This is an optimization exercise on Yosys and OpenROAD, whose aim is small area, a short achievable clock period and few clock cycles, not a production implementation. Only the layout flow was run in this run; the RTL was not checked for function there. Power and IR drop assume default switching activity.

--- flow/run.sh ---
#!/bin/bash
# synth_recipe.tcl (not shown) runs the flow's synth.tcl, then flattens the netlist and writes it again
# the make line also repeats each setting of config.mk as NAME=value (left out here)
make -C /OpenROAD-flow-scripts/flow DESIGN_CONFIG=/design/flow/config.mk WORK_HOME=/design/flow/orfs CLKGATE_MAP_FILE= SYNTH_SCRIPT=/design/flow/synth_recipe.tcl finish
--- flow/config.mk ---
export PLATFORM = sky130hd
export DESIGN_NAME = krnl_acc
export DESIGN_NICKNAME = krnl_acc
export VERILOG_FILES = /design/flow/design.v
export SDC_FILE = /design/flow/constraint.sdc
export NUM_CORES = 4
export LEC_CHECK = 0
export ABC_CLOCK_PERIOD_IN_PS = 4300
export CAP_MARGIN = 20
export CORE_MARGIN = 2
export CORE_UTILIZATION = 60
export SETUP_SLACK_MARGIN = 4.7
export SLEW_MARGIN = 20
export SYNTH_HIERARCHICAL = 1
--- flow/constraint.sdc ---
create_clock -name core_clock -period 9.0 [get_ports {ap_clk}]
set_input_delay 1.8000 -clock core_clock [delete_from_list [all_inputs] [get_ports {ap_clk}]]
set_output_delay 1.8000 -clock core_clock [all_outputs]
set_load 0.01 [all_outputs]
--- flow/design.v ---
`default_nettype none
package acc_pkg;
  localparam int LANES  = 4;
  localparam int LANE_W = 16;
  localparam int ACC_W  = 32;
  localparam int DATA_W = LANES * LANE_W;
endpackage
`default_nettype wire
`default_nettype none
`timescale 1ns/1ns
module acc_ctrl (
  input  logic        ap_clk,
  input  logic        ap_rst_n,
  input  logic        ap_start,
  input  logic [31:0] cfg,
  input  logic        ifm_valid,
  input  logic        wgt_valid,
  input  logic        ofm_ready,
  output logic        ap_idle,
  output logic        ap_done,
  output logic        take,        
  output logic        adv,         
  output logic        clr,         
  output logic        adv_out,     
  output logic        ofm_valid
);
  logic        busy;        
  logic        in_act;      
  logic        done_q;
  logic        p_last;      
  logic        p_jlast;     
  logic        cs_fin;      
  logic        cs_last;     
  logic        out_q;       
  logic        o_last;      
  logic        fresh;       
  logic [15:0] ci_q;        
  logic [15:0] pc;          
  logic [15:0] wc;          
  logic [15:0] pc_cur;      
  logic [15:0] pc_dec;
  logic [15:0] wc_dec;
  logic        last_in;     
  logic start_acc;
  logic word_end;
  logic emit;
  logic cs_fin_nx;
  logic out_q_nx;
  assign start_acc = ap_start && !busy;
  assign emit      = out_q && ofm_ready;
  assign adv_out   = cs_fin && (!out_q || ofm_ready);
  assign cs_fin_nx = adv ? p_last : (adv_out ? 1'b0 : cs_fin);
  assign out_q_nx  = adv_out ? 1'b1 : (emit ? 1'b0 : out_q);
  assign take      = in_act && ifm_valid && wgt_valid && !(cs_fin_nx && out_q_nx);
  assign pc_cur    = fresh ? ci_q : pc;
  assign word_end  = (pc_cur == 16'd1);
  assign last_in   = (wc == 16'd1);
  always_comb begin
    logic bp;
    logic bw;
    bp = 1'b1;
    bw = 1'b1;
    for (int i = 0; i < 16; i++) begin
      pc_dec[i] = pc_cur[i] ^ bp;
      wc_dec[i] = wc[i] ^ bw;
      bp = bp & ~pc_cur[i];
      bw = bw & ~wc[i];
    end
  end
  always_ff @(posedge ap_clk) begin
    if (!ap_rst_n) begin
      busy    <= 1'b0;
      in_act  <= 1'b0;
      done_q  <= 1'b0;
      cs_fin  <= 1'b0;
      out_q   <= 1'b0;
      adv     <= 1'b0;
      clr     <= 1'b0;
      fresh   <= 1'b1;
    end else begin
      done_q <= 1'b0;
      if (start_acc) begin
        busy   <= 1'b1;
        in_act <= 1'b1;
        fresh  <= 1'b1;
      end
      if (take) begin
        fresh <= word_end;
        if (word_end && last_in) in_act <= 1'b0;
      end
      cs_fin <= cs_fin_nx;
      out_q  <= out_q_nx;
      adv    <= take;
      clr    <= take && fresh;
      if (emit && o_last) begin
        busy   <= 1'b0;
        done_q <= 1'b1;
      end
    end
  end
  always_ff @(posedge ap_clk) begin
    if (take) begin
      p_last  <= word_end;
      p_jlast <= last_in;
    end
    if (adv) begin
      cs_last <= p_jlast;
    end
    if (adv_out) begin
      o_last <= cs_last;
    end
  end
  always_ff @(posedge ap_clk) begin
    if (start_acc) begin
      ci_q <= cfg[31:16];
    end
    if (take) begin
      pc <= pc_dec;
    end
    if (start_acc) begin
      wc <= cfg[15:0];
    end else if (take && word_end) begin
      wc <= wc_dec;
    end
  end
  assign ap_idle   = !busy;
  assign ap_done   = done_q;
  assign ofm_valid = out_q;
endmodule
`default_nettype wire
`default_nettype none
module mac_lane (
  input  logic [15:0] a,
  input  logic [15:0] b,
  input  logic [31:0] s_in,
  input  logic [31:0] c_in,
  output logic [31:0] s_out,
  output logic [31:0] c_out
);
  logic [255:0] pp;
  logic hs0;
  logic hc0;
  logic fs0;
  logic fc0;
  logic hs1;
  logic hc1;
  logic fs1;
  logic fc1;
  logic fs2;
  logic fc2;
  logic hs2;
  logic hc2;
  logic fs3;
  logic fc3;
  logic fs4;
  logic fc4;
  logic fs5;
  logic fc5;
  logic hs3;
  logic hc3;
  logic fs6;
  logic fc6;
  logic fs7;
  logic fc7;
  logic fs8;
  logic fc8;
  logic fs9;
  logic fc9;
  logic hs4;
  logic hc4;
  logic fs10;
  logic fc10;
  logic fs11;
  logic fc11;
  logic fs12;
  logic fc12;
  logic fs13;
  logic fc13;
  logic hs5;
  logic hc5;
  logic fs14;
  logic fc14;
  logic fs15;
  logic fc15;
  logic fs16;
  logic fc16;
  logic fs17;
  logic fc17;
  logic fs18;
  logic fc18;
  logic fs19;
  logic fc19;
  logic fs20;
  logic fc20;
  logic fs21;
  logic fc21;
  logic fs22;
  logic fc22;
  logic fs23;
  logic fc23;
  logic hs6;
  logic hc6;
  logic fs24;
  logic fc24;
  logic hs7;
  logic hc7;
  logic fs25;
  logic fc25;
  logic fs26;
  logic fc26;
  logic hs8;
  logic hc8;
  logic fs27;
  logic fc27;
  logic fs28;
  logic fc28;
  logic fs29;
  logic fc29;
  logic hs9;
  logic hc9;
  logic fs30;
  logic fc30;
  logic fs31;
  logic fc31;
  logic fs32;
  logic fc32;
  logic fs33;
  logic fc33;
  logic fs34;
  logic fc34;
  logic fs35;
  logic fc35;
  logic fs36;
  logic fc36;
  logic fs37;
  logic fc37;
  logic fs38;
  logic fc38;
  logic fs39;
  logic fc39;
  logic fs40;
  logic fc40;
  logic fs41;
  logic fc41;
  logic fs42;
  logic fc42;
  logic fs43;
  logic fc43;
  logic fs44;
  logic fc44;
  logic fs45;
  logic fc45;
  logic fs46;
  logic fc46;
  logic fs47;
  logic fc47;
  logic fs48;
  logic fc48;
  logic fs49;
  logic fc49;
  logic fs50;
  logic fc50;
  logic fs51;
  logic fc51;
  logic fs52;
  logic fc52;
  logic fs53;
  logic fc53;
  logic fs54;
  logic fc54;
  logic fs55;
  logic fc55;
  logic fs56;
  logic fc56;
  logic fs57;
  logic fc57;
  logic fs58;
  logic fc58;
  logic fs59;
  logic fc59;
  logic fs60;
  logic fc60;
  logic fs61;
  logic fc61;
  logic fs62;
  logic fc62;
  logic fs63;
  logic fc63;
  logic fs64;
  logic fc64;
  logic fs65;
  logic fc65;
  logic fs66;
  logic fc66;
  logic fs67;
  logic fc67;
  logic fs68;
  logic fc68;
  logic fs69;
  logic fc69;
  logic fs70;
  logic fc70;
  logic fs71;
  logic fc71;
  logic fs72;
  logic fc72;
  logic fs73;
  logic fc73;
  logic fs74;
  logic fc74;
  logic fs75;
  logic fc75;
  logic fs76;
  logic fc76;
  logic fs77;
  logic fc77;
  logic fs78;
  logic fc78;
  logic fs79;
  logic fc79;
  logic hs10;
  logic hc10;
  logic fs80;
  logic fc80;
  logic hs11;
  logic hc11;
  logic fs81;
  logic fc81;
  logic fs82;
  logic fc82;
  logic hs12;
  logic hc12;
  logic fs83;
  logic fc83;
  logic fs84;
  logic fc84;
  logic fs85;
  logic fc85;
  logic fs86;
  logic fc86;
  logic fs87;
  logic fc87;
  logic fs88;
  logic fc88;
  logic fs89;
  logic fc89;
  logic fs90;
  logic fc90;
  logic fs91;
  logic fc91;
  logic fs92;
  logic fc92;
  logic fs93;
  logic fc93;
  logic fs94;
  logic fc94;
  logic fs95;
  logic fc95;
  logic fs96;
  logic fc96;
  logic fs97;
  logic fc97;
  logic fs98;
  logic fc98;
  logic fs99;
  logic fc99;
  logic fs100;
  logic fc100;
  logic fs101;
  logic fc101;
  logic fs102;
  logic fc102;
  logic fs103;
  logic fc103;
  logic fs104;
  logic fc104;
  logic fs105;
  logic fc105;
  logic fs106;
  logic fc106;
  logic fs107;
  logic fc107;
  logic fs108;
  logic fc108;
  logic fs109;
  logic fc109;
  logic fs110;
  logic fc110;
  logic fs111;
  logic fc111;
  logic fs112;
  logic fc112;
  logic fs113;
  logic fc113;
  logic fs114;
  logic fc114;
  logic fs115;
  logic fc115;
  logic fs116;
  logic fc116;
  logic fs117;
  logic fc117;
  logic fs118;
  logic fc118;
  logic fs119;
  logic fc119;
  logic fs120;
  logic fc120;
  logic fs121;
  logic fc121;
  logic fs122;
  logic fc122;
  logic fs123;
  logic fc123;
  logic fs124;
  logic fc124;
  logic fs125;
  logic fc125;
  logic fs126;
  logic fc126;
  logic fs127;
  logic fc127;
  logic fs128;
  logic fc128;
  logic fs129;
  logic fc129;
  logic fs130;
  logic fc130;
  logic fs131;
  logic fc131;
  logic fs132;
  logic fc132;
  logic fs133;
  logic fc133;
  logic fs134;
  logic fc134;
  logic fs135;
  logic fc135;
  logic fs136;
  logic fc136;
  logic fs137;
  logic fc137;
  logic fs138;
  logic fc138;
  logic fs139;
  logic fc139;
  logic fs140;
  logic fc140;
  logic fs141;
  logic fc141;
  logic fs142;
  logic fc142;
  logic hs13;
  logic hc13;
  logic fs143;
  logic fc143;
  logic hs14;
  logic hc14;
  logic fs144;
  logic fc144;
  logic fs145;
  logic fc145;
  logic fs146;
  logic fc146;
  logic fs147;
  logic fc147;
  logic fs148;
  logic fc148;
  logic fs149;
  logic fc149;
  logic fs150;
  logic fc150;
  logic fs151;
  logic fc151;
  logic fs152;
  logic fc152;
  logic fs153;
  logic fc153;
  logic fs154;
  logic fc154;
  logic fs155;
  logic fc155;
  logic fs156;
  logic fc156;
  logic fs157;
  logic fc157;
  logic fs158;
  logic fc158;
  logic fs159;
  logic fc159;
  logic fs160;
  logic fc160;
  logic fs161;
  logic fc161;
  logic fs162;
  logic fc162;
  logic fs163;
  logic fc163;
  logic fs164;
  logic fc164;
  logic fs165;
  logic fc165;
  logic fs166;
  logic fc166;
  logic fs167;
  logic fc167;
  logic fs168;
  logic fc168;
  logic fs169;
  logic fc169;
  logic fs170;
  logic fc170;
  logic fs171;
  logic fc171;
  logic fs172;
  logic fc172;
  logic fs173;
  logic fc173;
  logic fs174;
  logic fc174;
  logic fs175;
  logic fc175;
  logic fs176;
  logic fc176;
  logic fs177;
  logic fc177;
  logic fs178;
  logic fc178;
  logic fs179;
  logic fc179;
  logic fs180;
  logic fc180;
  logic fs181;
  logic fc181;
  logic fs182;
  logic fc182;
  logic fs183;
  logic fc183;
  logic fs184;
  logic fc184;
  logic fs185;
  logic fc185;
  logic fs186;
  logic fc186;
  logic fs187;
  logic fc187;
  logic fs188;
  logic fc188;
  logic fs189;
  logic fc189;
  logic fs190;
  logic fc190;
  logic fs191;
  logic fc191;
  logic fs192;
  logic fc192;
  logic fs193;
  logic fc193;
  logic fs194;
  logic fc194;
  logic hs15;
  logic hc15;
  logic fs195;
  logic fc195;
  logic fs196;
  logic fc196;
  logic fs197;
  logic fc197;
  logic fs198;
  logic fc198;
  logic fs199;
  logic fc199;
  logic fs200;
  logic fc200;
  logic fs201;
  logic fc201;
  logic fs202;
  logic fc202;
  logic fs203;
  logic fc203;
  logic fs204;
  logic fc204;
  logic fs205;
  logic fc205;
  logic fs206;
  logic fc206;
  logic fs207;
  logic fc207;
  logic fs208;
  logic fc208;
  logic fs209;
  logic fc209;
  logic fs210;
  logic fc210;
  logic fs211;
  logic fc211;
  logic fs212;
  logic fc212;
  logic fs213;
  logic fc213;
  logic fs214;
  logic fc214;
  logic fs215;
  logic fc215;
  logic fs216;
  logic fc216;
  logic fs217;
  logic fc217;
  logic fs218;
  logic fc218;
  logic fs219;
  logic fc219;
  logic fs220;
  logic fc220;
  logic fs221;
  logic fc221;
  logic fs222;
  logic fc222;
  logic fs223;
  logic fc223;
  logic hs16;
  logic hc16;
  logic fs224;
  logic fc224;
  logic fs225;
  logic fc225;
  logic fs226;
  logic fc226;
  logic fs227;
  logic fc227;
  logic fs228;
  logic fc228;
  logic fs229;
  logic fc229;
  logic fs230;
  logic fc230;
  logic fs231;
  logic fc231;
  logic fs232;
  logic fc232;
  logic fs233;
  logic fc233;
  logic fs234;
  logic fc234;
  logic fs235;
  logic fc235;
  logic fs236;
  logic fc236;
  logic fs237;
  logic fc237;
  logic fs238;
  logic fc238;
  logic fs239;
  logic fc239;
  logic fs240;
  logic fc240;
  logic fs241;
  logic fc241;
  logic fs242;
  logic fc242;
  logic fs243;
  logic fc243;
  logic fs244;
  logic fc244;
  logic fs245;
  logic fc245;
  logic fs246;
  logic fc246;
  logic fs247;
  logic fc247;
  logic fs248;
  logic fc248;
  logic fs249;
  logic fc249;
  logic fs250;
  logic fc250;
  logic fs251;
  logic fc251;
  logic fs252;
  logic fc252;
  logic fs253;
  logic fc253;
  logic fs254;
  always_comb begin
    for (int i = 0; i < 16; i++) begin
      for (int j = 0; j < 16; j++) begin
        pp[i*16+j] = ~(a[i] & b[j]);
      end
    end
  end
  assign hs0 = ~(s_in[11] ^ c_in[11]);
  assign hc0 = s_in[11] | c_in[11];
  mac_fa u_fa0 (.a(s_in[12]), .b(c_in[12]), .c(pp[12]), .s(fs0), .co(fc0));
  assign hs1 = ~(pp[27] ^ pp[42]);
  assign hc1 = pp[27] | pp[42];
  mac_fa u_fa1 (.a(s_in[13]), .b(c_in[13]), .c(pp[13]), .s(fs1), .co(fc1));
  mac_fa u_fa2 (.a(pp[28]), .b(pp[43]), .c(pp[58]), .s(fs2), .co(fc2));
  assign hs2 = ~(pp[73] ^ pp[88]);
  assign hc2 = pp[73] | pp[88];
  mac_fa u_fa3 (.a(s_in[14]), .b(c_in[14]), .c(pp[14]), .s(fs3), .co(fc3));
  mac_fa u_fa4 (.a(pp[29]), .b(pp[44]), .c(pp[59]), .s(fs4), .co(fc4));
  mac_fa u_fa5 (.a(pp[74]), .b(pp[89]), .c(pp[104]), .s(fs5), .co(fc5));
  assign hs3 = ~(pp[119] ^ pp[134]);
  assign hc3 = pp[119] | pp[134];
  mac_fa u_fa6 (.a(s_in[15]), .b(c_in[15]), .c(pp[15]), .s(fs6), .co(fc6));
  mac_fa u_fa7 (.a(pp[30]), .b(pp[45]), .c(pp[60]), .s(fs7), .co(fc7));
  mac_fa u_fa8 (.a(pp[75]), .b(pp[90]), .c(pp[105]), .s(fs8), .co(fc8));
  mac_fa u_fa9 (.a(pp[120]), .b(pp[135]), .c(pp[150]), .s(fs9), .co(fc9));
  assign hs4 = ~(pp[165] ^ pp[180]);
  assign hc4 = pp[165] | pp[180];
  mac_fa u_fa10 (.a(s_in[16]), .b(c_in[16]), .c(pp[31]), .s(fs10), .co(fc10));
  mac_fa u_fa11 (.a(pp[46]), .b(pp[61]), .c(pp[76]), .s(fs11), .co(fc11));
  mac_fa u_fa12 (.a(pp[91]), .b(pp[106]), .c(pp[121]), .s(fs12), .co(fc12));
  mac_fa u_fa13 (.a(pp[136]), .b(pp[151]), .c(pp[166]), .s(fs13), .co(fc13));
  assign hs5 = ~(pp[181] ^ pp[196]);
  assign hc5 = pp[181] | pp[196];
  mac_fa u_fa14 (.a(s_in[17]), .b(c_in[17]), .c(pp[47]), .s(fs14), .co(fc14));
  mac_fa u_fa15 (.a(pp[62]), .b(pp[77]), .c(pp[92]), .s(fs15), .co(fc15));
  mac_fa u_fa16 (.a(pp[107]), .b(pp[122]), .c(pp[137]), .s(fs16), .co(fc16));
  mac_fa u_fa17 (.a(pp[152]), .b(pp[167]), .c(pp[182]), .s(fs17), .co(fc17));
  mac_fa u_fa18 (.a(s_in[18]), .b(c_in[18]), .c(pp[63]), .s(fs18), .co(fc18));
  mac_fa u_fa19 (.a(pp[78]), .b(pp[93]), .c(pp[108]), .s(fs19), .co(fc19));
  mac_fa u_fa20 (.a(pp[123]), .b(pp[138]), .c(pp[153]), .s(fs20), .co(fc20));
  mac_fa u_fa21 (.a(s_in[19]), .b(c_in[19]), .c(pp[79]), .s(fs21), .co(fc21));
  mac_fa u_fa22 (.a(pp[94]), .b(pp[109]), .c(pp[124]), .s(fs22), .co(fc22));
  mac_fa u_fa23 (.a(s_in[20]), .b(c_in[20]), .c(pp[95]), .s(fs23), .co(fc23));
  assign hs6 = ~(s_in[7] ^ c_in[7]);
  assign hc6 = s_in[7] | c_in[7];
  mac_fa u_fa24 (.a(s_in[8]), .b(c_in[8]), .c(pp[8]), .s(fs24), .co(fc24));
  assign hs7 = ~(pp[23] ^ pp[38]);
  assign hc7 = pp[23] | pp[38];
  mac_fa u_fa25 (.a(s_in[9]), .b(c_in[9]), .c(pp[9]), .s(fs25), .co(fc25));
  mac_fa u_fa26 (.a(pp[24]), .b(pp[39]), .c(pp[54]), .s(fs26), .co(fc26));
  assign hs8 = ~(pp[69] ^ pp[84]);
  assign hc8 = pp[69] | pp[84];
  mac_fa u_fa27 (.a(s_in[10]), .b(c_in[10]), .c(pp[10]), .s(fs27), .co(fc27));
  mac_fa u_fa28 (.a(pp[25]), .b(pp[40]), .c(pp[55]), .s(fs28), .co(fc28));
  mac_fa u_fa29 (.a(pp[70]), .b(pp[85]), .c(pp[100]), .s(fs29), .co(fc29));
  assign hs9 = ~(pp[115] ^ pp[130]);
  assign hc9 = pp[115] | pp[130];
  mac_fa u_fa30 (.a(pp[11]), .b(pp[26]), .c(pp[41]), .s(fs30), .co(fc30));
  mac_fa u_fa31 (.a(pp[56]), .b(pp[71]), .c(pp[86]), .s(fs31), .co(fc31));
  mac_fa u_fa32 (.a(pp[101]), .b(pp[116]), .c(pp[131]), .s(fs32), .co(fc32));
  mac_fa u_fa33 (.a(pp[146]), .b(pp[161]), .c(pp[176]), .s(fs33), .co(fc33));
  mac_fa u_fa34 (.a(hc0), .b(pp[57]), .c(pp[72]), .s(fs34), .co(fc34));
  mac_fa u_fa35 (.a(pp[87]), .b(pp[102]), .c(pp[117]), .s(fs35), .co(fc35));
  mac_fa u_fa36 (.a(pp[132]), .b(pp[147]), .c(pp[162]), .s(fs36), .co(fc36));
  mac_fa u_fa37 (.a(pp[177]), .b(pp[192]), .c(hs1), .s(fs37), .co(fc37));
  mac_fa u_fa38 (.a(pp[103]), .b(pp[118]), .c(pp[133]), .s(fs38), .co(fc38));
  mac_fa u_fa39 (.a(pp[148]), .b(pp[163]), .c(pp[178]), .s(fs39), .co(fc39));
  mac_fa u_fa40 (.a(pp[193]), .b(pp[208]), .c(hc1), .s(fs40), .co(fc40));
  mac_fa u_fa41 (.a(hs2), .b(fc0), .c(fs1), .s(fs41), .co(fc41));
  mac_fa u_fa42 (.a(pp[149]), .b(pp[164]), .c(pp[179]), .s(fs42), .co(fc42));
  mac_fa u_fa43 (.a(pp[194]), .b(pp[209]), .c(pp[224]), .s(fs43), .co(fc43));
  mac_fa u_fa44 (.a(hc2), .b(hs3), .c(fc1), .s(fs44), .co(fc44));
  mac_fa u_fa45 (.a(fc2), .b(fs3), .c(fs4), .s(fs45), .co(fc45));
  mac_fa u_fa46 (.a(pp[195]), .b(pp[210]), .c(pp[225]), .s(fs46), .co(fc46));
  mac_fa u_fa47 (.a(pp[240]), .b(hc3), .c(hs4), .s(fs47), .co(fc47));
  mac_fa u_fa48 (.a(fc3), .b(fc4), .c(fc5), .s(fs48), .co(fc48));
  mac_fa u_fa49 (.a(fs6), .b(fs7), .c(fs8), .s(fs49), .co(fc49));
  mac_fa u_fa50 (.a(pp[211]), .b(pp[226]), .c(pp[241]), .s(fs50), .co(fc50));
  mac_fa u_fa51 (.a(hc4), .b(hs5), .c(fc6), .s(fs51), .co(fc51));
  mac_fa u_fa52 (.a(fc7), .b(fc8), .c(fc9), .s(fs52), .co(fc52));
  mac_fa u_fa53 (.a(fs10), .b(fs11), .c(fs12), .s(fs53), .co(fc53));
  mac_fa u_fa54 (.a(pp[197]), .b(pp[212]), .c(pp[227]), .s(fs54), .co(fc54));
  mac_fa u_fa55 (.a(pp[242]), .b(hc5), .c(fc10), .s(fs55), .co(fc55));
  mac_fa u_fa56 (.a(fc11), .b(fc12), .c(fc13), .s(fs56), .co(fc56));
  mac_fa u_fa57 (.a(fs14), .b(fs15), .c(fs16), .s(fs57), .co(fc57));
  mac_fa u_fa58 (.a(pp[168]), .b(pp[183]), .c(pp[198]), .s(fs58), .co(fc58));
  mac_fa u_fa59 (.a(pp[213]), .b(pp[228]), .c(pp[243]), .s(fs59), .co(fc59));
  mac_fa u_fa60 (.a(fc14), .b(fc15), .c(fc16), .s(fs60), .co(fc60));
  mac_fa u_fa61 (.a(fc17), .b(fs18), .c(fs19), .s(fs61), .co(fc61));
  mac_fa u_fa62 (.a(pp[139]), .b(pp[154]), .c(pp[169]), .s(fs62), .co(fc62));
  mac_fa u_fa63 (.a(pp[184]), .b(pp[199]), .c(pp[214]), .s(fs63), .co(fc63));
  mac_fa u_fa64 (.a(pp[229]), .b(pp[244]), .c(fc18), .s(fs64), .co(fc64));
  mac_fa u_fa65 (.a(fc19), .b(fc20), .c(fs21), .s(fs65), .co(fc65));
  mac_fa u_fa66 (.a(pp[110]), .b(pp[125]), .c(pp[140]), .s(fs66), .co(fc66));
  mac_fa u_fa67 (.a(pp[155]), .b(pp[170]), .c(pp[185]), .s(fs67), .co(fc67));
  mac_fa u_fa68 (.a(pp[200]), .b(pp[215]), .c(pp[230]), .s(fs68), .co(fc68));
  mac_fa u_fa69 (.a(pp[245]), .b(fc21), .c(fc22), .s(fs69), .co(fc69));
  mac_fa u_fa70 (.a(s_in[21]), .b(c_in[21]), .c(pp[111]), .s(fs70), .co(fc70));
  mac_fa u_fa71 (.a(pp[126]), .b(pp[141]), .c(pp[156]), .s(fs71), .co(fc71));
  mac_fa u_fa72 (.a(pp[171]), .b(pp[186]), .c(pp[201]), .s(fs72), .co(fc72));
  mac_fa u_fa73 (.a(pp[216]), .b(pp[231]), .c(pp[246]), .s(fs73), .co(fc73));
  mac_fa u_fa74 (.a(s_in[22]), .b(c_in[22]), .c(pp[127]), .s(fs74), .co(fc74));
  mac_fa u_fa75 (.a(pp[142]), .b(pp[157]), .c(pp[172]), .s(fs75), .co(fc75));
  mac_fa u_fa76 (.a(pp[187]), .b(pp[202]), .c(pp[217]), .s(fs76), .co(fc76));
  mac_fa u_fa77 (.a(s_in[23]), .b(c_in[23]), .c(pp[143]), .s(fs77), .co(fc77));
  mac_fa u_fa78 (.a(pp[158]), .b(pp[173]), .c(pp[188]), .s(fs78), .co(fc78));
  mac_fa u_fa79 (.a(s_in[24]), .b(c_in[24]), .c(pp[159]), .s(fs79), .co(fc79));
  assign hs10 = ~(s_in[4] ^ c_in[4]);
  assign hc10 = s_in[4] | c_in[4];
  mac_fa u_fa80 (.a(s_in[5]), .b(c_in[5]), .c(pp[5]), .s(fs80), .co(fc80));
  assign hs11 = ~(pp[20] ^ pp[35]);
  assign hc11 = pp[20] | pp[35];
  mac_fa u_fa81 (.a(s_in[6]), .b(c_in[6]), .c(pp[6]), .s(fs81), .co(fc81));
  mac_fa u_fa82 (.a(pp[21]), .b(pp[36]), .c(pp[51]), .s(fs82), .co(fc82));
  assign hs12 = ~(pp[66] ^ pp[81]);
  assign hc12 = pp[66] | pp[81];
  mac_fa u_fa83 (.a(pp[7]), .b(pp[22]), .c(pp[37]), .s(fs83), .co(fc83));
  mac_fa u_fa84 (.a(pp[52]), .b(pp[67]), .c(pp[82]), .s(fs84), .co(fc84));
  mac_fa u_fa85 (.a(pp[97]), .b(pp[112]), .c(hs6), .s(fs85), .co(fc85));
  mac_fa u_fa86 (.a(hc6), .b(pp[53]), .c(pp[68]), .s(fs86), .co(fc86));
  mac_fa u_fa87 (.a(pp[83]), .b(pp[98]), .c(pp[113]), .s(fs87), .co(fc87));
  mac_fa u_fa88 (.a(pp[128]), .b(hs7), .c(fs24), .s(fs88), .co(fc88));
  mac_fa u_fa89 (.a(pp[99]), .b(pp[114]), .c(pp[129]), .s(fs89), .co(fc89));
  mac_fa u_fa90 (.a(pp[144]), .b(hc7), .c(hs8), .s(fs90), .co(fc90));
  mac_fa u_fa91 (.a(fc24), .b(fs25), .c(fs26), .s(fs91), .co(fc91));
  mac_fa u_fa92 (.a(pp[145]), .b(pp[160]), .c(hc8), .s(fs92), .co(fc92));
  mac_fa u_fa93 (.a(hs9), .b(fc25), .c(fc26), .s(fs93), .co(fc93));
  mac_fa u_fa94 (.a(fs27), .b(fs28), .c(fs29), .s(fs94), .co(fc94));
  mac_fa u_fa95 (.a(hs0), .b(hc9), .c(fc27), .s(fs95), .co(fc95));
  mac_fa u_fa96 (.a(fc28), .b(fc29), .c(fs30), .s(fs96), .co(fc96));
  mac_fa u_fa97 (.a(fs31), .b(fs32), .c(fs33), .s(fs97), .co(fc97));
  mac_fa u_fa98 (.a(fc30), .b(fc31), .c(fc32), .s(fs98), .co(fc98));
  mac_fa u_fa99 (.a(fc33), .b(fs34), .c(fs35), .s(fs99), .co(fc99));
  mac_fa u_fa100 (.a(fs36), .b(fs0), .c(fs37), .s(fs100), .co(fc100));
  mac_fa u_fa101 (.a(fc34), .b(fc35), .c(fc36), .s(fs101), .co(fc101));
  mac_fa u_fa102 (.a(fs38), .b(fs39), .c(fs2), .s(fs102), .co(fc102));
  mac_fa u_fa103 (.a(fs40), .b(fc37), .c(fs41), .s(fs103), .co(fc103));
  mac_fa u_fa104 (.a(fc38), .b(fc39), .c(fs42), .s(fs104), .co(fc104));
  mac_fa u_fa105 (.a(fs43), .b(fs5), .c(fc40), .s(fs105), .co(fc105));
  mac_fa u_fa106 (.a(fc41), .b(fs44), .c(fs45), .s(fs106), .co(fc106));
  mac_fa u_fa107 (.a(fc42), .b(fc43), .c(fs46), .s(fs107), .co(fc107));
  mac_fa u_fa108 (.a(fs9), .b(fs47), .c(fc44), .s(fs108), .co(fc108));
  mac_fa u_fa109 (.a(fc45), .b(fs48), .c(fs49), .s(fs109), .co(fc109));
  mac_fa u_fa110 (.a(fc46), .b(fs50), .c(fs13), .s(fs110), .co(fc110));
  mac_fa u_fa111 (.a(fc47), .b(fc48), .c(fc49), .s(fs111), .co(fc111));
  mac_fa u_fa112 (.a(fs51), .b(fs52), .c(fs53), .s(fs112), .co(fc112));
  mac_fa u_fa113 (.a(fc50), .b(fs54), .c(fs17), .s(fs113), .co(fc113));
  mac_fa u_fa114 (.a(fc51), .b(fc52), .c(fc53), .s(fs114), .co(fc114));
  mac_fa u_fa115 (.a(fs55), .b(fs56), .c(fs57), .s(fs115), .co(fc115));
  mac_fa u_fa116 (.a(fc54), .b(fs58), .c(fs59), .s(fs116), .co(fc116));
  mac_fa u_fa117 (.a(fs20), .b(fc55), .c(fc56), .s(fs117), .co(fc117));
  mac_fa u_fa118 (.a(fc57), .b(fs60), .c(fs61), .s(fs118), .co(fc118));
  mac_fa u_fa119 (.a(fc58), .b(fc59), .c(fs62), .s(fs119), .co(fc119));
  mac_fa u_fa120 (.a(fs63), .b(fs22), .c(fc60), .s(fs120), .co(fc120));
  mac_fa u_fa121 (.a(fc61), .b(fs64), .c(fs65), .s(fs121), .co(fc121));
  mac_fa u_fa122 (.a(fc62), .b(fc63), .c(fs66), .s(fs122), .co(fc122));
  mac_fa u_fa123 (.a(fs67), .b(fs68), .c(fs23), .s(fs123), .co(fc123));
  mac_fa u_fa124 (.a(fc64), .b(fc65), .c(fs69), .s(fs124), .co(fc124));
  mac_fa u_fa125 (.a(fc66), .b(fc67), .c(fc68), .s(fs125), .co(fc125));
  mac_fa u_fa126 (.a(fc23), .b(fs70), .c(fs71), .s(fs126), .co(fc126));
  mac_fa u_fa127 (.a(fs72), .b(fs73), .c(fc69), .s(fs127), .co(fc127));
  mac_fa u_fa128 (.a(pp[232]), .b(pp[247]), .c(fc70), .s(fs128), .co(fc128));
  mac_fa u_fa129 (.a(fc71), .b(fc72), .c(fc73), .s(fs129), .co(fc129));
  mac_fa u_fa130 (.a(fs74), .b(fs75), .c(fs76), .s(fs130), .co(fc130));
  mac_fa u_fa131 (.a(pp[203]), .b(pp[218]), .c(pp[233]), .s(fs131), .co(fc131));
  mac_fa u_fa132 (.a(pp[248]), .b(fc74), .c(fc75), .s(fs132), .co(fc132));
  mac_fa u_fa133 (.a(fc76), .b(fs77), .c(fs78), .s(fs133), .co(fc133));
  mac_fa u_fa134 (.a(pp[174]), .b(pp[189]), .c(pp[204]), .s(fs134), .co(fc134));
  mac_fa u_fa135 (.a(pp[219]), .b(pp[234]), .c(pp[249]), .s(fs135), .co(fc135));
  mac_fa u_fa136 (.a(fc77), .b(fc78), .c(fs79), .s(fs136), .co(fc136));
  mac_fa u_fa137 (.a(s_in[25]), .b(c_in[25]), .c(pp[175]), .s(fs137), .co(fc137));
  mac_fa u_fa138 (.a(pp[190]), .b(pp[205]), .c(pp[220]), .s(fs138), .co(fc138));
  mac_fa u_fa139 (.a(pp[235]), .b(pp[250]), .c(fc79), .s(fs139), .co(fc139));
  mac_fa u_fa140 (.a(s_in[26]), .b(c_in[26]), .c(pp[191]), .s(fs140), .co(fc140));
  mac_fa u_fa141 (.a(pp[206]), .b(pp[221]), .c(pp[236]), .s(fs141), .co(fc141));
  mac_fa u_fa142 (.a(s_in[27]), .b(c_in[27]), .c(pp[207]), .s(fs142), .co(fc142));
  assign hs13 = ~(s_in[2] ^ c_in[2]);
  assign hc13 = s_in[2] | c_in[2];
  mac_fa u_fa143 (.a(s_in[3]), .b(c_in[3]), .c(pp[3]), .s(fs143), .co(fc143));
  assign hs14 = ~(pp[18] ^ pp[33]);
  assign hc14 = pp[18] | pp[33];
  mac_fa u_fa144 (.a(pp[4]), .b(pp[19]), .c(pp[34]), .s(fs144), .co(fc144));
  mac_fa u_fa145 (.a(pp[49]), .b(pp[64]), .c(hs10), .s(fs145), .co(fc145));
  mac_fa u_fa146 (.a(hc10), .b(pp[50]), .c(pp[65]), .s(fs146), .co(fc146));
  mac_fa u_fa147 (.a(pp[80]), .b(hs11), .c(fs80), .s(fs147), .co(fc147));
  mac_fa u_fa148 (.a(pp[96]), .b(hc11), .c(hs12), .s(fs148), .co(fc148));
  mac_fa u_fa149 (.a(fc80), .b(fs81), .c(fs82), .s(fs149), .co(fc149));
  mac_fa u_fa150 (.a(hc12), .b(fc81), .c(fc82), .s(fs150), .co(fc150));
  mac_fa u_fa151 (.a(fs83), .b(fs84), .c(fs85), .s(fs151), .co(fc151));
  mac_fa u_fa152 (.a(fc83), .b(fc84), .c(fs86), .s(fs152), .co(fc152));
  mac_fa u_fa153 (.a(fs87), .b(fc85), .c(fs88), .s(fs153), .co(fc153));
  mac_fa u_fa154 (.a(fc86), .b(fc87), .c(fs89), .s(fs154), .co(fc154));
  mac_fa u_fa155 (.a(fs90), .b(fc88), .c(fs91), .s(fs155), .co(fc155));
  mac_fa u_fa156 (.a(fc89), .b(fs92), .c(fc90), .s(fs156), .co(fc156));
  mac_fa u_fa157 (.a(fc91), .b(fs93), .c(fs94), .s(fs157), .co(fc157));
  mac_fa u_fa158 (.a(fc92), .b(fc93), .c(fc94), .s(fs158), .co(fc158));
  mac_fa u_fa159 (.a(fs95), .b(fs96), .c(fs97), .s(fs159), .co(fc159));
  mac_fa u_fa160 (.a(fc95), .b(fc96), .c(fc97), .s(fs160), .co(fc160));
  mac_fa u_fa161 (.a(fs98), .b(fs99), .c(fs100), .s(fs161), .co(fc161));
  mac_fa u_fa162 (.a(fc98), .b(fc99), .c(fs101), .s(fs162), .co(fc162));
  mac_fa u_fa163 (.a(fs102), .b(fc100), .c(fs103), .s(fs163), .co(fc163));
  mac_fa u_fa164 (.a(fc101), .b(fc102), .c(fs104), .s(fs164), .co(fc164));
  mac_fa u_fa165 (.a(fs105), .b(fc103), .c(fs106), .s(fs165), .co(fc165));
  mac_fa u_fa166 (.a(fc104), .b(fs107), .c(fc105), .s(fs166), .co(fc166));
  mac_fa u_fa167 (.a(fs108), .b(fc106), .c(fs109), .s(fs167), .co(fc167));
  mac_fa u_fa168 (.a(fc107), .b(fs110), .c(fc108), .s(fs168), .co(fc168));
  mac_fa u_fa169 (.a(fc109), .b(fs111), .c(fs112), .s(fs169), .co(fc169));
  mac_fa u_fa170 (.a(fc110), .b(fs113), .c(fc111), .s(fs170), .co(fc170));
  mac_fa u_fa171 (.a(fc112), .b(fs114), .c(fs115), .s(fs171), .co(fc171));
  mac_fa u_fa172 (.a(fc113), .b(fs116), .c(fc114), .s(fs172), .co(fc172));
  mac_fa u_fa173 (.a(fs117), .b(fc115), .c(fs118), .s(fs173), .co(fc173));
  mac_fa u_fa174 (.a(fc116), .b(fs119), .c(fc117), .s(fs174), .co(fc174));
  mac_fa u_fa175 (.a(fs120), .b(fc118), .c(fs121), .s(fs175), .co(fc175));
  mac_fa u_fa176 (.a(fc119), .b(fs122), .c(fs123), .s(fs176), .co(fc176));
  mac_fa u_fa177 (.a(fc120), .b(fc121), .c(fs124), .s(fs177), .co(fc177));
  mac_fa u_fa178 (.a(fc122), .b(fc123), .c(fs125), .s(fs178), .co(fc178));
  mac_fa u_fa179 (.a(fs126), .b(fc124), .c(fs127), .s(fs179), .co(fc179));
  mac_fa u_fa180 (.a(fc125), .b(fc126), .c(fs128), .s(fs180), .co(fc180));
  mac_fa u_fa181 (.a(fs129), .b(fs130), .c(fc127), .s(fs181), .co(fc181));
  mac_fa u_fa182 (.a(fs131), .b(fc128), .c(fc129), .s(fs182), .co(fc182));
  mac_fa u_fa183 (.a(fc130), .b(fs132), .c(fs133), .s(fs183), .co(fc183));
  mac_fa u_fa184 (.a(fc131), .b(fs134), .c(fs135), .s(fs184), .co(fc184));
  mac_fa u_fa185 (.a(fc132), .b(fc133), .c(fs136), .s(fs185), .co(fc185));
  mac_fa u_fa186 (.a(fc134), .b(fc135), .c(fs137), .s(fs186), .co(fc186));
  mac_fa u_fa187 (.a(fs138), .b(fc136), .c(fs139), .s(fs187), .co(fc187));
  mac_fa u_fa188 (.a(pp[251]), .b(fc137), .c(fc138), .s(fs188), .co(fc188));
  mac_fa u_fa189 (.a(fs140), .b(fs141), .c(fc139), .s(fs189), .co(fc189));
  mac_fa u_fa190 (.a(pp[222]), .b(pp[237]), .c(pp[252]), .s(fs190), .co(fc190));
  mac_fa u_fa191 (.a(fc140), .b(fc141), .c(fs142), .s(fs191), .co(fc191));
  mac_fa u_fa192 (.a(s_in[28]), .b(c_in[28]), .c(pp[223]), .s(fs192), .co(fc192));
  mac_fa u_fa193 (.a(pp[238]), .b(pp[253]), .c(fc142), .s(fs193), .co(fc193));
  mac_fa u_fa194 (.a(s_in[29]), .b(c_in[29]), .c(pp[239]), .s(fs194), .co(fc194));
  assign hs15 = ~(s_in[1] ^ c_in[1]);
  assign hc15 = s_in[1] | c_in[1];
  mac_fa u_fa195 (.a(pp[2]), .b(pp[17]), .c(pp[32]), .s(fs195), .co(fc195));
  mac_fa u_fa196 (.a(hc13), .b(pp[48]), .c(hs14), .s(fs196), .co(fc196));
  mac_fa u_fa197 (.a(hc14), .b(fc143), .c(fs144), .s(fs197), .co(fc197));
  mac_fa u_fa198 (.a(fc144), .b(fs146), .c(fc145), .s(fs198), .co(fc198));
  mac_fa u_fa199 (.a(fc146), .b(fs148), .c(fc147), .s(fs199), .co(fc199));
  mac_fa u_fa200 (.a(fc148), .b(fc149), .c(fs150), .s(fs200), .co(fc200));
  mac_fa u_fa201 (.a(fc150), .b(fs152), .c(fc151), .s(fs201), .co(fc201));
  mac_fa u_fa202 (.a(fc152), .b(fs154), .c(fc153), .s(fs202), .co(fc202));
  mac_fa u_fa203 (.a(fc154), .b(fs156), .c(fc155), .s(fs203), .co(fc203));
  mac_fa u_fa204 (.a(fc156), .b(fc157), .c(fs158), .s(fs204), .co(fc204));
  mac_fa u_fa205 (.a(fc158), .b(fc159), .c(fs160), .s(fs205), .co(fc205));
  mac_fa u_fa206 (.a(fc160), .b(fs162), .c(fc161), .s(fs206), .co(fc206));
  mac_fa u_fa207 (.a(fc162), .b(fs164), .c(fc163), .s(fs207), .co(fc207));
  mac_fa u_fa208 (.a(fc164), .b(fs166), .c(fc165), .s(fs208), .co(fc208));
  mac_fa u_fa209 (.a(fc166), .b(fs168), .c(fc167), .s(fs209), .co(fc209));
  mac_fa u_fa210 (.a(fc168), .b(fs170), .c(fc169), .s(fs210), .co(fc210));
  mac_fa u_fa211 (.a(fc170), .b(fs172), .c(fc171), .s(fs211), .co(fc211));
  mac_fa u_fa212 (.a(fc172), .b(fs174), .c(fc173), .s(fs212), .co(fc212));
  mac_fa u_fa213 (.a(fs176), .b(fc174), .c(fc175), .s(fs213), .co(fc213));
  mac_fa u_fa214 (.a(fc176), .b(fs178), .c(fc177), .s(fs214), .co(fc214));
  mac_fa u_fa215 (.a(fc178), .b(fs180), .c(fc179), .s(fs215), .co(fc215));
  mac_fa u_fa216 (.a(fc180), .b(fs182), .c(fs183), .s(fs216), .co(fc216));
  mac_fa u_fa217 (.a(fs184), .b(fc182), .c(fc183), .s(fs217), .co(fc217));
  mac_fa u_fa218 (.a(fc184), .b(fs186), .c(fc185), .s(fs218), .co(fc218));
  mac_fa u_fa219 (.a(fc186), .b(fs188), .c(fc187), .s(fs219), .co(fc219));
  mac_fa u_fa220 (.a(fs190), .b(fc188), .c(fs191), .s(fs220), .co(fc220));
  mac_fa u_fa221 (.a(fc190), .b(fs192), .c(fc191), .s(fs221), .co(fc221));
  mac_fa u_fa222 (.a(pp[254]), .b(fc192), .c(fs194), .s(fs222), .co(fc222));
  mac_fa u_fa223 (.a(s_in[30]), .b(c_in[30]), .c(pp[255]), .s(fs223), .co(fc223));
  assign hs16 = ~(s_in[0] ^ c_in[0]);
  assign hc16 = s_in[0] | c_in[0];
  mac_fa u_fa224 (.a(pp[1]), .b(pp[16]), .c(hs15), .s(fs224), .co(fc224));
  mac_fa u_fa225 (.a(hc15), .b(hs13), .c(fs195), .s(fs225), .co(fc225));
  mac_fa u_fa226 (.a(fc195), .b(fs143), .c(fs196), .s(fs226), .co(fc226));
  mac_fa u_fa227 (.a(fs145), .b(fc196), .c(fs197), .s(fs227), .co(fc227));
  mac_fa u_fa228 (.a(fc197), .b(fs147), .c(fs198), .s(fs228), .co(fc228));
  mac_fa u_fa229 (.a(fc198), .b(fs149), .c(fs199), .s(fs229), .co(fc229));
  mac_fa u_fa230 (.a(fs151), .b(fc199), .c(fs200), .s(fs230), .co(fc230));
  mac_fa u_fa231 (.a(fc200), .b(fs153), .c(fs201), .s(fs231), .co(fc231));
  mac_fa u_fa232 (.a(fc201), .b(fs155), .c(fs202), .s(fs232), .co(fc232));
  mac_fa u_fa233 (.a(fs157), .b(fc202), .c(fs203), .s(fs233), .co(fc233));
  mac_fa u_fa234 (.a(fs159), .b(fc203), .c(fs204), .s(fs234), .co(fc234));
  mac_fa u_fa235 (.a(fs161), .b(fc204), .c(fs205), .s(fs235), .co(fc235));
  mac_fa u_fa236 (.a(fc205), .b(fs163), .c(fs206), .s(fs236), .co(fc236));
  mac_fa u_fa237 (.a(fs165), .b(fc206), .c(fs207), .s(fs237), .co(fc237));
  mac_fa u_fa238 (.a(fs167), .b(fc207), .c(fs208), .s(fs238), .co(fc238));
  mac_fa u_fa239 (.a(fs169), .b(fc208), .c(fs209), .s(fs239), .co(fc239));
  mac_fa u_fa240 (.a(fs171), .b(fc209), .c(fs210), .s(fs240), .co(fc240));
  mac_fa u_fa241 (.a(fs173), .b(fc210), .c(fs211), .s(fs241), .co(fc241));
  mac_fa u_fa242 (.a(fs175), .b(fc211), .c(fs212), .s(fs242), .co(fc242));
  mac_fa u_fa243 (.a(fs177), .b(fc212), .c(fs213), .s(fs243), .co(fc243));
  mac_fa u_fa244 (.a(fs179), .b(fc213), .c(fs214), .s(fs244), .co(fc244));
  mac_fa u_fa245 (.a(fs181), .b(fc214), .c(fs215), .s(fs245), .co(fc245));
  mac_fa u_fa246 (.a(fc181), .b(fs216), .c(fc215), .s(fs246), .co(fc246));
  mac_fa u_fa247 (.a(fs185), .b(fc216), .c(fs217), .s(fs247), .co(fc247));
  mac_fa u_fa248 (.a(fs187), .b(fc217), .c(fs218), .s(fs248), .co(fc248));
  mac_fa u_fa249 (.a(fs189), .b(fc218), .c(fs219), .s(fs249), .co(fc249));
  mac_fa u_fa250 (.a(fc189), .b(fs220), .c(fc219), .s(fs250), .co(fc250));
  mac_fa u_fa251 (.a(fs193), .b(fc220), .c(fs221), .s(fs251), .co(fc251));
  mac_fa u_fa252 (.a(fc193), .b(fs222), .c(fc221), .s(fs252), .co(fc252));
  mac_fa u_fa253 (.a(fc194), .b(fs223), .c(fc222), .s(fs253), .co(fc253));
  assign fs254 = s_in[31] ^ c_in[31] ^ fc223;
  assign s_out[0] = hs16;
  assign c_out[0] = pp[0];
  assign s_out[1] = hc16;
  assign c_out[1] = fs224;
  assign s_out[2] = fc224;
  assign c_out[2] = fs225;
  assign s_out[3] = fc225;
  assign c_out[3] = fs226;
  assign s_out[4] = fc226;
  assign c_out[4] = fs227;
  assign s_out[5] = fc227;
  assign c_out[5] = fs228;
  assign s_out[6] = fc228;
  assign c_out[6] = fs229;
  assign s_out[7] = fc229;
  assign c_out[7] = fs230;
  assign s_out[8] = fc230;
  assign c_out[8] = fs231;
  assign s_out[9] = fc231;
  assign c_out[9] = fs232;
  assign s_out[10] = fc232;
  assign c_out[10] = fs233;
  assign s_out[11] = fc233;
  assign c_out[11] = fs234;
  assign s_out[12] = fc234;
  assign c_out[12] = fs235;
  assign s_out[13] = fc235;
  assign c_out[13] = fs236;
  assign s_out[14] = fc236;
  assign c_out[14] = fs237;
  assign s_out[15] = fc237;
  assign c_out[15] = fs238;
  assign s_out[16] = fc238;
  assign c_out[16] = fs239;
  assign s_out[17] = fc239;
  assign c_out[17] = fs240;
  assign s_out[18] = fc240;
  assign c_out[18] = fs241;
  assign s_out[19] = fc241;
  assign c_out[19] = fs242;
  assign s_out[20] = fc242;
  assign c_out[20] = fs243;
  assign s_out[21] = fc243;
  assign c_out[21] = fs244;
  assign s_out[22] = fc244;
  assign c_out[22] = fs245;
  assign s_out[23] = fc245;
  assign c_out[23] = fs246;
  assign s_out[24] = fc246;
  assign c_out[24] = fs247;
  assign s_out[25] = fc247;
  assign c_out[25] = fs248;
  assign s_out[26] = fc248;
  assign c_out[26] = fs249;
  assign s_out[27] = fc249;
  assign c_out[27] = fs250;
  assign s_out[28] = fc250;
  assign c_out[28] = fs251;
  assign s_out[29] = fc251;
  assign c_out[29] = fs252;
  assign s_out[30] = fc252;
  assign c_out[30] = fs253;
  assign s_out[31] = fc253;
  assign c_out[31] = fs254;
endmodule
module mac_fa (
  input  logic a,
  input  logic b,
  input  logic c,
  output logic s,
  output logic co
);
  assign s  = a ^ b ^ c;
  assign co = (a & b) | (a & c) | (b & c);
endmodule
`default_nettype wire
`default_nettype none
`timescale 1ns/1ns
module mac_engine (
  input  logic          ap_clk,
  input  logic          adv,
  input  logic          clr,
  input  logic          adv_out,
  input  logic [63:0]   ifm_data,
  input  logic [63:0]   wgt_data,
  output logic [127:0]  ofm_data
);
  logic [63:0]      a_q;     
  logic [63:0]      b_q;
  logic [3:0][31:0] s_q;
  logic [3:0][31:0] c_q;
  logic [3:0][31:0] s_in;
  logic [3:0][31:0] c_in;
  logic [3:0][31:0] s_nx;
  logic [3:0][31:0] c_nx;
  logic [3:0][31:0] sum;
  logic [127:0]     o_q;     
  always_ff @(posedge ap_clk) begin
    for (int i = 0; i < 8; i++) begin
      a_q[i*8 +: 8] <= ifm_data[(7-i)*8 +: 8];
      b_q[i*8 +: 8] <= wgt_data[(7-i)*8 +: 8];
    end
  end
  for (genvar l = 0; l < 4; l++) begin : g_lane
    assign s_in[l] = s_q[l] | {32{clr}};
    assign c_in[l] = c_q[l] | {32{clr}};
    mac_lane i_mac_lane (
      .a     (a_q[l*16 +: 16] & {16{adv}}),
      .b     (b_q[l*16 +: 16]),
      .s_in  (s_in[l]),
      .c_in  (c_in[l]),
      .s_out (s_nx[l]),
      .c_out (c_nx[l])
    );
    assign sum[l] = ~(s_q[l] + c_q[l] + 32'd1);
  end
  always_ff @(posedge ap_clk) begin
    s_q <= s_nx;
    c_q <= c_nx;
  end
  always_ff @(posedge ap_clk) begin
    if (adv_out) begin
      for (int l = 0; l < 4; l++) begin
        for (int i = 0; i < 4; i++) begin
          o_q[l*32 + i*8 +: 8] <= sum[l][(3-i)*8 +: 8];
        end
      end
    end
  end
  assign ofm_data = o_q;
endmodule
`default_nettype wire
`default_nettype none
`timescale 1ns/1ns
module krnl_acc (
  input  logic               ap_clk,
  input  logic               ap_rst_n,
  input  logic               ap_start,
  input  logic [31:0]        cfg,
  output logic               ap_idle,
  output logic               ap_done,
  input  logic               ifm_valid,
  output logic               ifm_ready,
  input  logic [63:0]        ifm_data,
  input  logic               wgt_valid,
  output logic               wgt_ready,
  input  logic [63:0]        wgt_data,
  output logic               ofm_valid,
  input  logic               ofm_ready,
  output logic [127:0]       ofm_data
);
  logic take;
  logic adv;
  logic clr;
  logic adv_out;
  acc_ctrl i_acc_ctrl (
    .ap_clk    (ap_clk),
    .ap_rst_n  (ap_rst_n),
    .ap_start  (ap_start),
    .cfg       (cfg),
    .ifm_valid (ifm_valid),
    .wgt_valid (wgt_valid),
    .ofm_ready (ofm_ready),
    .ap_idle   (ap_idle),
    .ap_done   (ap_done),
    .take      (take),
    .adv       (adv),
    .clr       (clr),
    .adv_out   (adv_out),
    .ofm_valid (ofm_valid)
  );
  mac_engine i_mac_engine (
    .ap_clk   (ap_clk),
    .adv      (adv),
    .clr      (clr),
    .adv_out  (adv_out),
    .ifm_data (ifm_data),
    .wgt_data (wgt_data),
    .ofm_data (ofm_data)
  );
  assign ifm_ready = take;
  assign wgt_ready = take;
endmodule
`default_nettype wire
==> results.sh <==
export IMPL_r2r_start="i_acc_ctrl.adv"
export IMPL_syn_inst=4806
export IMPL_antenna_violating_nets_post_route=0
export IMPL_post_route_cells_drive_above_1_share=0.115
export IMPL_rr_worst_depth=11
export IMPL_pin_count_of_the_biggest_net_entering_global_routing=97
export IMPL_cp_required_ns=7.20
export IMPL_yosys_top_cells_area="fa_1 (39%), dfxtp_1 (15%), edfxtp_1 (10%), nand2_1 (7.4%), ha_1 (5.4%)"
export IMPL_p_per_area_nw_per_um2=216
export IMPL_drt_total_wl_mm=131
export IMPL_global_route_usage_met1=0.420
export IMPL_hold_path_cell_count=0
export IMPL_busiest_layer="met2"
export IMPL_num_antenna_cells=0
export IMPL_die_area_um2=90200
export IMPL_first_pass_grt_wire_length_mm=207
export IMPL_fin_worst_skew_ns=0.0268
export IMPL_post_synth_top_area_share=0.388
export IMPL_finish_cell_count_without_fillers=5979
export IMPL_drv_cap=0
export IMPL_hold_viol=0
export IMPL_maxClockFrequency_ghz=0.232
export IMPL_row_count=108
export IMPL_worstReg2RegEnd="i_mac_engine.c_q[115]"
export IMPL_chipHeight_um=300
export IMPL_tritoncts="done"
export IMPL_cts_hold_buf=0
export IMPL_netlist_cell_type_count=79
export IMPL_route_detailed_wl_per_inst_um=21.9
export IMPL_peak_fanout_along_the_critical_path=4
export IMPL_vdd_drop_max_v=0.000147
export IMPL_final_min_period_over_clock_period=0.478
export IMPL_worst_hold_startpoint="i_acc_ctrl.p_jlast"
export IMPL_fin_setup_tns_ns=0
export IMPL_detail_route_drc_violations=0
export IMPL_slew_violations=0
export IMPL_synthesis_warning_total=9
export IMPL_hold_path_endpoint="i_acc_ctrl.cs_last"
export IMPL_post_place_cells=5766
export IMPL_tightestPinTransition_ns=0.932
export IMPL_cts_max_path_buffers=3
export IMPL_detailroute_via_count=33500
export IMPL_cts_clk_slew_worst_paths_ns=0.05
export IMPL_synth_edff_count=180
export IMPL_die_width_um=300
export IMPL_cts_inserted_buffers=72
export IMPL_max_slew_margin=0.378
export IMPL_gr_util_met3=0.0624
export IMPL_power_leakage_uw=0.0172
export IMPL_finalWorstPathRequiredPeriod_ns=4.30
export IMPL_synth_net_count=6218
export IMPL_syn_mean_instance_area_um2=11.0
export IMPL_timing_setup_critical_path_class="primary input to primary output"
export IMPL_synth_top_area_cell="fa_1"
export IMPL_synth_commonest_cells="nand2_1 (1036), fa_1 (1020), dfxtp_1 (392)"
export IMPL_unrepaired_setup_endpoints_after_global_routing="true"
export IMPL_ys_seq_elements=572
export IMPL_startpoint_type="primary input"
export IMPL_fin_nets=6177
export IMPL_initial_core_utilization=0.606
export IMPL_worstPathArrival_ns=2.50
export IMPL_io_pin_count=299
export IMPL_layout_filler_cells=6931
export IMPL_global_route_usage_met2=0.475
export IMPL_htree_levels=3
export IMPL_grt_antenna_before_repair=2
export IMPL_cts_root_buffer_type="clkbuf_16"
export IMPL_port_buffers=298
export IMPL_synthMostInstantiatedCell="nand2_1"
export IMPL_clock_latency_ns=0.65
export IMPL_yosys_most_used_dff="dfxtp_1"
export IMPL_dp_hpwl_mm=94.4
export IMPL_grt_util_all_layers=0.300
export IMPL_core_region_area_um2=86900
export IMPL_async_set_reset_flop_share_out_of_synthesis=0
export IMPL_run_status="no timing/DRC/antenna violations"
export IMPL_endpoints_failing_setup=0
export IMPL_drtIter0Drc=2209
export IMPL_firstDrtPassIters=7
export IMPL_grt_overflow_total=0
export IMPL_regToRegSetupSlack_ns=4.78
export IMPL_area_growth_from_synthesis_to_final_layout_pct=8.46
export IMPL_tritoncts_num_sinks=572
export IMPL_finalWeightedCongestion=0.918
export IMPL_kind_of_path_behind_the_tightest_hold_check="flip-flop to flip-flop"
export IMPL_via_count_of_the_first_global_routing_pass=36600
export IMPL_drt_vias_per_instance=5.61
export IMPL_synth_cell_area_um2=52700
export IMPL_synth_sequential_area_ratio=0.252
export IMPL_endpoint_kind="primary output"
[flip-flops by register name, indices dropped and copies added (netlist names)]
name and flops:
i_acc_ctrl.busy 1, i_mac_engine.c_q 128, i_acc_ctrl.cs_last 1, i_acc_ctrl.wc 16
i_acc_ctrl.fresh 1, i_mac_engine.o_q 128, i_acc_ctrl.out_q 1, i_acc_ctrl.cs_fin 1
i_acc_ctrl.ci_q 16, i_acc_ctrl.adv 1, i_acc_ctrl.p_jlast 1, i_mac_engine.b_q 64
i_mac_engine.s_q 128, i_acc_ctrl.in_act 1, i_acc_ctrl.p_last 1, i_acc_ctrl.pc 16
i_mac_engine.a_q 64, i_acc_ctrl.o_last 1, i_acc_ctrl.clr 1, i_acc_ctrl.done_q 1
[per-stage QoR]
stage          worst slack (ns)  power, uW  hold slack (ns)   util  instance area (um^2)
5_1_grt                    4.64      13300            0.437  0.657                 57100
3_5_place_dp               3.59       9300            0.406  0.618                 53700
3_3_place_gp               3.61       9220            0.408  0.618                 53700
6_report                   4.70      12300            0.426  0.657                 57100
2_1_floorplan              4.34       8430            0.400      -                 52700
4_1_cts                    4.61      12400            0.427  0.650                 56500
[worst max-delay path, stage by stage]
cell and delay, ns:
buf_8 0.08, nor2b_4 0.04, a221oi_4 0.23, buf_4 0.16
buf_12 0.10, buf_6 0.09
[Yosys stat by module, one instance, submodules excluded]
| module | copies in the design | flops+latches |
|---|---|---|
| acc_ctrl | 1 | 60 |
| mac_fa | 1016 | 0 |
| mac_engine | 1 | 512 |
| krnl_acc | 1 | 0 |
| mac_lane | 4 | 0 |
[cell families (layout without fill, tap and decap cells)]
logic type / count (synthesis) / after routing / synth area share
AND/OR/NAND/NOR: 1684 / 1685 / 0.147
XOR/XNOR: 118 / 118 / 0.0208
flip-flops: 572 / 572 / 0.252
AO/OA/AOI/OAI: 397 / 397 / 0.0493
multiplexers: 18 / 18 / 0.00352
buffers and inverters: 771 / 788 / 0.0860
adder cells (fa/ha/maj): 1246 / 1246 / 0.441
[cells in the final DEF, fill, tap and decap left out, types with 103 or more instances in the layout]
cell type,n
a21oi_1,125
and2_1,103
clkdlybuf4s50_1,293
dfxtp_1,390
edfxtp_1,180
fa_1,1020
ha_1,226
inv_1,259
nand2_1,1036
or2_2,258
[worst max path at each step]
stage                        start                    end  slack, ns  depth (start not counted)
floorplan                ofm_ready              wgt_ready       4.34                          3
global route        i_acc_ctrl.adv  i_mac_engine.c_q[115]       4.64                         11
finish                   ofm_ready              ifm_ready       4.70                          6
detailed placement       ofm_ready              ifm_ready       3.59                          5
global placement         ofm_ready              ifm_ready       3.61                          5
CTS                      wgt_valid              ifm_ready       4.61                          6
[cell type report]
class / instances / area (um^2) / share of cell area
clock inverter: 38 / 417 / 0.00729
sequential: 572 / 13300 / 0.232
multi-input combinational: 3464 / 35000 / 0.613
tap: 1155 / 1450 / 0.0253
timing repair buffer: 396 / 3980 / 0.0697
inverter: 259 / 972 / 0.0170
clock buffer: 95 / 2010 / 0.0352
[metal layers]
layer | routed length, um | vias to the layer above | part of all wire
met2 | 61300 | 1314 | 0.47
li1 | - | 14800 | -
met5 | 9 | - | 0.000069
met1 | 55400 | 17200 | 0.42
met4 | 3470 | 2 | 0.026
met3 | 10800 | 217 | 0.082
[report_power, final]
| group | leakage, uW | internal (uW) | switching [uW] |
|---|---|---|---|
| sequential | 0.00491 | 3300 | 310 |
| combinational | 0.0111 | 2480 | 3230 |
| clock | 0.00118 | 1810 | 1190 |
[what timing repair did]
action,4_1_cts,5_1_grt
cloned,3,3
buffers inserted,9,65
resized for setup,111,29
pin swaps,2,24
setup endpoints to repair,136,47

[re-timing with driven ports]
How much do the figures lean on ideal ports? The routed layout below was timed once more, with nothing changed but the port constraints. Step 1 (the two cells are an assumption about what drives the block):
set clk [get_ports {ap_clk}]
set_driving_cell -lib_cell sky130_fd_sc_hd__clkbuf_16 $clk
set_driving_cell -lib_cell sky130_fd_sc_hd__buf_2 [delete_from_list [all_inputs] $clk]
Step 2 moves the port delays by t, midway between the first and last clock arrival at a register: inputs arrive t later, outputs are due t later. That takes back most of the time a late clock gives input paths. a / b / c = no drivers / after step 1 / after step 2; a / b = the first two.
t (ns): 0.704
slack for setup (ns): 4.698 / 4.649 / 4.649
worst setup path after step 2: input to output
worst register clock-pin slew, ns: 0.06 / 0.06
After both steps this run still meets setup and hold. For this run, drivers alone change the setup slack by -0.049 ns; drivers and shift together by -0.049 ns.
